From an optimization exercise on the open Yosys and OpenROAD flow, aimed at small area; shortcuts taken in it are not production practice.
At most, simulation tests tie the RTL to the original design; equivalence was not proved.
Power is estimated from default activity; no workload was simulated. The flow treats the clock pin as an ideal source, which a real chip does not have.

==> v38: inputs <==
==> flow/design.v <==
package reg_file_pkg;
    localparam int          RF_XLEN  = 32;
    localparam int          RF_AW    = 5;
    localparam int          RF_NREGS = 2 ** RF_AW;
    localparam int unsigned X0_ADDR  = 0;
endpackage
module rf_scoreboard
#(
    parameter int AW = reg_file_pkg::RF_AW
) (
    input  logic             clk,
    input  logic             rst_n,
    input  logic [2**AW-1:1] i_set,
    input  logic [2**AW-1:1] i_clr,
    input  logic [2**AW-1:1] i_sel1,
    input  logic [2**AW-1:1] i_sel2,
    output logic             o_busy1,
    output logic             o_busy2
);
    localparam int NREGS = 2 ** AW;
    logic [NREGS-1:1] r_pending;
    always_ff @(posedge clk) begin
        if (!rst_n) begin
            r_pending <= '0;
        end else begin
            r_pending <= (r_pending & ~i_clr) | i_set;
        end
    end
    rf_sel31 u_rd1 (.i_sel(i_sel1), .i_dat(r_pending), .o_y(o_busy1));
    rf_sel31 u_rd2 (.i_sel(i_sel2), .i_dat(r_pending), .o_y(o_busy2));
endmodule
module rf_sel31 (
    input  logic [31:1] i_sel,
    input  logic [31:1] i_dat,
    output logic        o_y
);
    logic [10:0] w_n;
    for (genvar g = 0; g < 10; g++) begin : g_aoi
        rf_aoi222 u_aoi (
            .a0(i_sel[3*g+1]), .b0(i_dat[3*g+1]),
            .a1(i_sel[3*g+2]), .b1(i_dat[3*g+2]),
            .a2(i_sel[3*g+3]), .b2(i_dat[3*g+3]),
            .y (w_n[g])
        );
    end
    assign w_n[10] = ~(i_sel[31] & i_dat[31]);
    rf_nand11 u_nand (.a(w_n), .y(o_y));
endmodule
module rf_aoi222 (
    input  logic a0, b0, a1, b1, a2, b2,
    output logic y
);
    assign y = ~((a0 & b0) | (a1 & b1) | (a2 & b2));
endmodule
module rf_nand11 (
    input  logic [10:0] a,
    output logic        y
);
    assign y = ~&a;
endmodule
module rf_wdata #(
    parameter int XLEN = reg_file_pkg::RF_XLEN
) (
    input  logic            rst_n,
    input  logic [XLEN-1:0] i_wd,
    output logic [XLEN-1:0] o_wd
);
    assign o_wd = i_wd & {XLEN{rst_n}};
endmodule
module reg_file
#(
    parameter int XLEN = reg_file_pkg::RF_XLEN,
    parameter int AW   = reg_file_pkg::RF_AW
) (
    input  logic            clk,
    input  logic            rst_n,
    input  logic [AW-1:0]   a1,
    input  logic [AW-1:0]   a2,
    input  logic [AW-1:0]   a3,
    input  logic [XLEN-1:0] wd3,
    input  logic            we3,
    input  logic            sb_set,
    input  logic [AW-1:0]   sb_addr,
    output logic [XLEN-1:0] rd1,
    output logic [XLEN-1:0] rd2,
    output logic            busy1,
    output logic            busy2
);
    localparam int NREGS = 2 ** AW;
    logic [XLEN-1:0]  r_regs [NREGS-1:1];
    logic [XLEN-1:0]  w_wd;      
    logic [NREGS-1:1] w_wr;      
    logic [NREGS-1:1] w_ld;      
    logic [NREGS-1:1] w_set;     
    logic [NREGS-1:1] w_sel1;    
    logic [NREGS-1:1] w_sel2;
    always_comb begin
        for (int i = 1; i < NREGS; i++) begin
            w_wr[i]   = we3 && (a3 == AW'(i));
            w_ld[i]   = w_wr[i] || !rst_n;
            w_set[i]  = sb_set && (sb_addr == AW'(i));
            w_sel1[i] = rst_n && (a1 == AW'(i));
            w_sel2[i] = rst_n && (a2 == AW'(i));
        end
    end
    rf_wdata #(.XLEN(XLEN)) u_wdata (.rst_n(rst_n), .i_wd(wd3), .o_wd(w_wd));
    for (genvar i = 1; i < NREGS; i++) begin : g_reg
        always_ff @(posedge clk) begin
            if (w_ld[i]) begin
                r_regs[i] <= w_wd;
            end
        end
    end
    for (genvar b = 0; b < XLEN; b++) begin : g_bit
        logic [NREGS-1:1] w_col;
        for (genvar i = 1; i < NREGS; i++) begin : g_col
            assign w_col[i] = r_regs[i][b];
        end
        rf_sel31 u_rd1 (.i_sel(w_sel1), .i_dat(w_col), .o_y(rd1[b]));
        rf_sel31 u_rd2 (.i_sel(w_sel2), .i_dat(w_col), .o_y(rd2[b]));
    end
    rf_scoreboard #(
        .AW(AW)
    ) u_scoreboard (
        .clk     (clk),
        .rst_n   (rst_n),
        .i_set   (w_set),
        .i_clr   (w_wr),
        .i_sel1  (w_sel1),
        .i_sel2  (w_sel2),
        .o_busy1 (busy1),
        .o_busy2 (busy2)
    );
endmodule
==> flow/flow/run.sh <==
#!/bin/bash
# Standard ORFS layout with smaller port buffers and a leaner clock tree.
cp standard.sh standard_sh_copy.log
export BUFFER_PORTS_ARGS="-buffer_cell sky130_fd_sc_hd__buf_2"
export CTS_ARGS="-sink_clustering_enable -repair_clock_nets -dont_use_dummy_load -sink_clustering_size 30 -sink_clustering_max_diameter 150"
bash standard.sh > standard.log 2>&1
==> flow/standard.sh <==
#!/bin/bash
# synth_recipe.tcl (not shown) runs the flow's synth.tcl, then flattens the netlist and writes it again
# the make line also repeats each setting of config.mk as NAME=value (left out here)
make -C /OpenROAD-flow-scripts/flow DESIGN_CONFIG=/design/flow/config.mk WORK_HOME=/design/flow/orfs CLKGATE_MAP_FILE= SYNTH_SCRIPT=/design/flow/synth_recipe.tcl "${@:-finish}"
==> flow/config.mk <==
export PLATFORM = sky130hd
export DESIGN_NAME = reg_file
export DESIGN_NICKNAME = reg_file
export VERILOG_FILES = /design/flow/design.v
export SDC_FILE = /design/flow/constraint.sdc
export NUM_CORES = 4
export LEC_CHECK = 0
export CAP_MARGIN = 20
export CORE_MARGIN = 2
export CORE_UTILIZATION = 60
export SLEW_MARGIN = 20
export SYNTH_HIERARCHICAL = 1
export SYNTH_MINIMUM_KEEP_SIZE = 0
==> flow/constraint.sdc <==
create_clock -name core_clock -period 6.0 [get_ports {clk}]
set_input_delay 1.2000 -clock core_clock [delete_from_list [all_inputs] [get_ports {clk}]]
set_output_delay 1.2000 -clock core_clock [all_outputs]
set_load 0.01 [all_outputs]
==> inputs of v22, as changes to v38 <==
--- a/flow/design.v
+++ b/flow/design.v
@@ -11,5 +11,4 @@
     input  logic             clk,
-    input  logic             rst_n,
-    input  logic [2**AW-1:1] i_set,
-    input  logic [2**AW-1:1] i_clr,
+    input  logic [2**AW-1:1] i_set,        
+    input  logic [2**AW-1:1] i_ld,         
     input  logic [2**AW-1:1] i_sel1,
@@ -22,7 +21,3 @@
     always_ff @(posedge clk) begin
-        if (!rst_n) begin
-            r_pending <= '0;
-        end else begin
-            r_pending <= (r_pending & ~i_clr) | i_set;
-        end
+        r_pending <= (r_pending & ~i_ld) | i_set;
     end
@@ -60,2 +55,9 @@
 endmodule
+module rf_nor2 (
+    input  logic a_n,
+    input  logic b_n,
+    output logic y
+);
+    assign y = ~(a_n | b_n);
+endmodule
 module rf_wdata #(
@@ -89,17 +91,32 @@
     localparam int NREGS = 2 ** AW;
+    localparam int HALF  = XLEN / 2;
     logic [XLEN-1:0]  r_regs [NREGS-1:1];
-    logic [XLEN-1:0]  w_wd;      
-    logic [NREGS-1:1] w_wr;      
-    logic [NREGS-1:1] w_ld;      
-    logic [NREGS-1:1] w_set;     
-    logic [NREGS-1:1] w_sel1;    
-    logic [NREGS-1:1] w_sel2;
+    logic [XLEN-1:0]  w_wd;           
+    logic [3:0] w_ld_lo_n, w_set_lo_n, w_rd1_lo_n, w_rd2_lo_n;
+    logic [7:0] w_ld_hi_n, w_set_hi_n, w_rd1_hi_n, w_rd2_hi_n;
     always_comb begin
-        for (int i = 1; i < NREGS; i++) begin
-            w_wr[i]   = we3 && (a3 == AW'(i));
-            w_ld[i]   = w_wr[i] || !rst_n;
-            w_set[i]  = sb_set && (sb_addr == AW'(i));
-            w_sel1[i] = rst_n && (a1 == AW'(i));
-            w_sel2[i] = rst_n && (a2 == AW'(i));
+        for (int j = 0; j < 4; j++) begin
+            w_ld_lo_n[j]  = !((we3 && (a3[1:0] == 2'(j))) || !rst_n);
+            w_set_lo_n[j] = !(sb_set && rst_n && (sb_addr[1:0] == 2'(j)));
+            w_rd1_lo_n[j] = !(rst_n && (a1[1:0] == 2'(j)));
+            w_rd2_lo_n[j] = !(rst_n && (a2[1:0] == 2'(j)));
         end
+        for (int k = 0; k < 8; k++) begin
+            w_ld_hi_n[k]  = !((a3[4:2] == 3'(k)) || !rst_n);
+            w_set_hi_n[k] = !(sb_addr[4:2] == 3'(k));
+            w_rd1_hi_n[k] = !(a1[4:2] == 3'(k));
+            w_rd2_hi_n[k] = !(a2[4:2] == 3'(k));
+        end
+    end
+    logic [NREGS-1:1] w_ld  [2];      
+    logic [NREGS-1:1] w_sel1[2];      
+    logic [NREGS-1:1] w_sel2[2];
+    logic [NREGS-1:1] w_set;          
+    for (genvar i = 1; i < NREGS; i++) begin : g_dec
+        for (genvar h = 0; h < 2; h++) begin : g_half
+            rf_nor2 u_ld   (.a_n(w_ld_lo_n[i%4]),  .b_n(w_ld_hi_n[i/4]),  .y(w_ld[h][i]));
+            rf_nor2 u_sel1 (.a_n(w_rd1_lo_n[i%4]), .b_n(w_rd1_hi_n[i/4]), .y(w_sel1[h][i]));
+            rf_nor2 u_sel2 (.a_n(w_rd2_lo_n[i%4]), .b_n(w_rd2_hi_n[i/4]), .y(w_sel2[h][i]));
+        end
+        rf_nor2 u_set (.a_n(w_set_lo_n[i%4]), .b_n(w_set_hi_n[i/4]), .y(w_set[i]));
     end
@@ -108,4 +125,7 @@
         always_ff @(posedge clk) begin
-            if (w_ld[i]) begin
-                r_regs[i] <= w_wd;
+            if (w_ld[0][i]) begin
+                r_regs[i][HALF-1:0] <= w_wd[HALF-1:0];
+            end
+            if (w_ld[1][i]) begin
+                r_regs[i][XLEN-1:HALF] <= w_wd[XLEN-1:HALF];
             end
@@ -118,4 +138,4 @@
         end
-        rf_sel31 u_rd1 (.i_sel(w_sel1), .i_dat(w_col), .o_y(rd1[b]));
-        rf_sel31 u_rd2 (.i_sel(w_sel2), .i_dat(w_col), .o_y(rd2[b]));
+        rf_sel31 u_rd1 (.i_sel(w_sel1[b / HALF]), .i_dat(w_col), .o_y(rd1[b]));
+        rf_sel31 u_rd2 (.i_sel(w_sel2[b / HALF]), .i_dat(w_col), .o_y(rd2[b]));
     end
@@ -124,10 +144,9 @@
     ) u_scoreboard (
-        .clk     (clk),
-        .rst_n   (rst_n),
-        .i_set   (w_set),
-        .i_clr   (w_wr),
-        .i_sel1  (w_sel1),
-        .i_sel2  (w_sel2),
-        .o_busy1 (busy1),
-        .o_busy2 (busy2)
+        .clk        (clk),
+        .i_set      (w_set),
+        .i_ld       (w_ld[0]),
+        .i_sel1     (w_sel1[1]),
+        .i_sel2     (w_sel2[1]),
+        .o_busy1    (busy1),
+        .o_busy2    (busy2)
     );
==> flow/flow/run.sh (replaced) <==
#!/bin/bash
# Standard ORFS layout with the smallest port buffers and a leaner clock tree
# (no dummy loads, larger sink clusters).
export BUFFER_PORTS_ARGS="-buffer_cell sky130_fd_sc_hd__buf_1"
export CTS_ARGS="-sink_clustering_enable -repair_clock_nets -dont_use_dummy_load -sink_clustering_size 30 -sink_clustering_max_diameter 100"
bash standard.sh > standard.log 2>&1
==> qor summary <==
Outcome: v38 complete, no violations; v22 complete, no violations
Logic depth of the worst register-to-register path: v38 2; v22 1
Seq pwr: v38 8.79 mW; v22 8.90 mW
Instance count on the critical path: v38 7; v22 9
Cell Area, Synth: v38 0.0406 mm^2; v22 0.0406 mm^2
Part of the power in the clock network: v38 24.9%; v22 24.7%
Instance area at placement: v38 0.0440 mm^2; v22 0.0437 mm^2
Starting density of the core: v38 60.5%; v22 60.5%
Multi-input gates: v38 1287; v22 1323
Cell internal pwr: v38 9.95 mW; v22 10.0 mW
Filler-free cell count of the finished design: v38 3467; v22 3612
Worst-path maximum fanout: v38 49; v22 16
Sequential cell fraction of total power: v38 67.6%; v22 67.2%
Met2 usage: v38 61.2%; v22 61.8%
Multi-input combinational area share: v38 24.2%; v22 22.6%
Worst Path Arrival: v38 4.28 ns; v22 4.22 ns
Height of the chip: v38 264 um; v22 264 um
FMAX: v38 0.182 GHz; v22 0.185 GHz
Worst Tran Pin Value: v38 1.25 ns; v22 1.17 ns
Only the layout flow was run in v22; the RTL was not checked for function there.

==> what the ideal ports hide <==
How much do the figures lean on ideal ports? The routed layouts below were timed once more, with nothing changed but the port constraints. Step 1, drivers: a clkbuf_16 drives clk and a buf_2 each remaining input, both assumed. Step 2 also shifts input and output timing later by t, the mid clock arrival at the registers, as if the neighbouring blocks saw the same clock. Slacks: no drivers / after step 1 / after step 2; pairs: no drivers / after step 1.
| run | t, ns | setup WS [ns] | worst setup path at the end | slew at the worst register clock pin (ns) | pins driven straight from the clock port |
|---|---|---|---|---|---|
| v38 | 0.662 | 0.517 / 0.470 / 0.470 | input to output | 0.12 / 0.12 | 1 |
| v22 | 0.698 | 0.580 / 0.479 / 0.479 | input to output | 0.12 / 0.12 | 1 |
After both steps every run listed still meets setup and hold. The setup slack of v22, which loses most, moves by -0.101 ns with the drivers and by -0.101 ns with both steps.
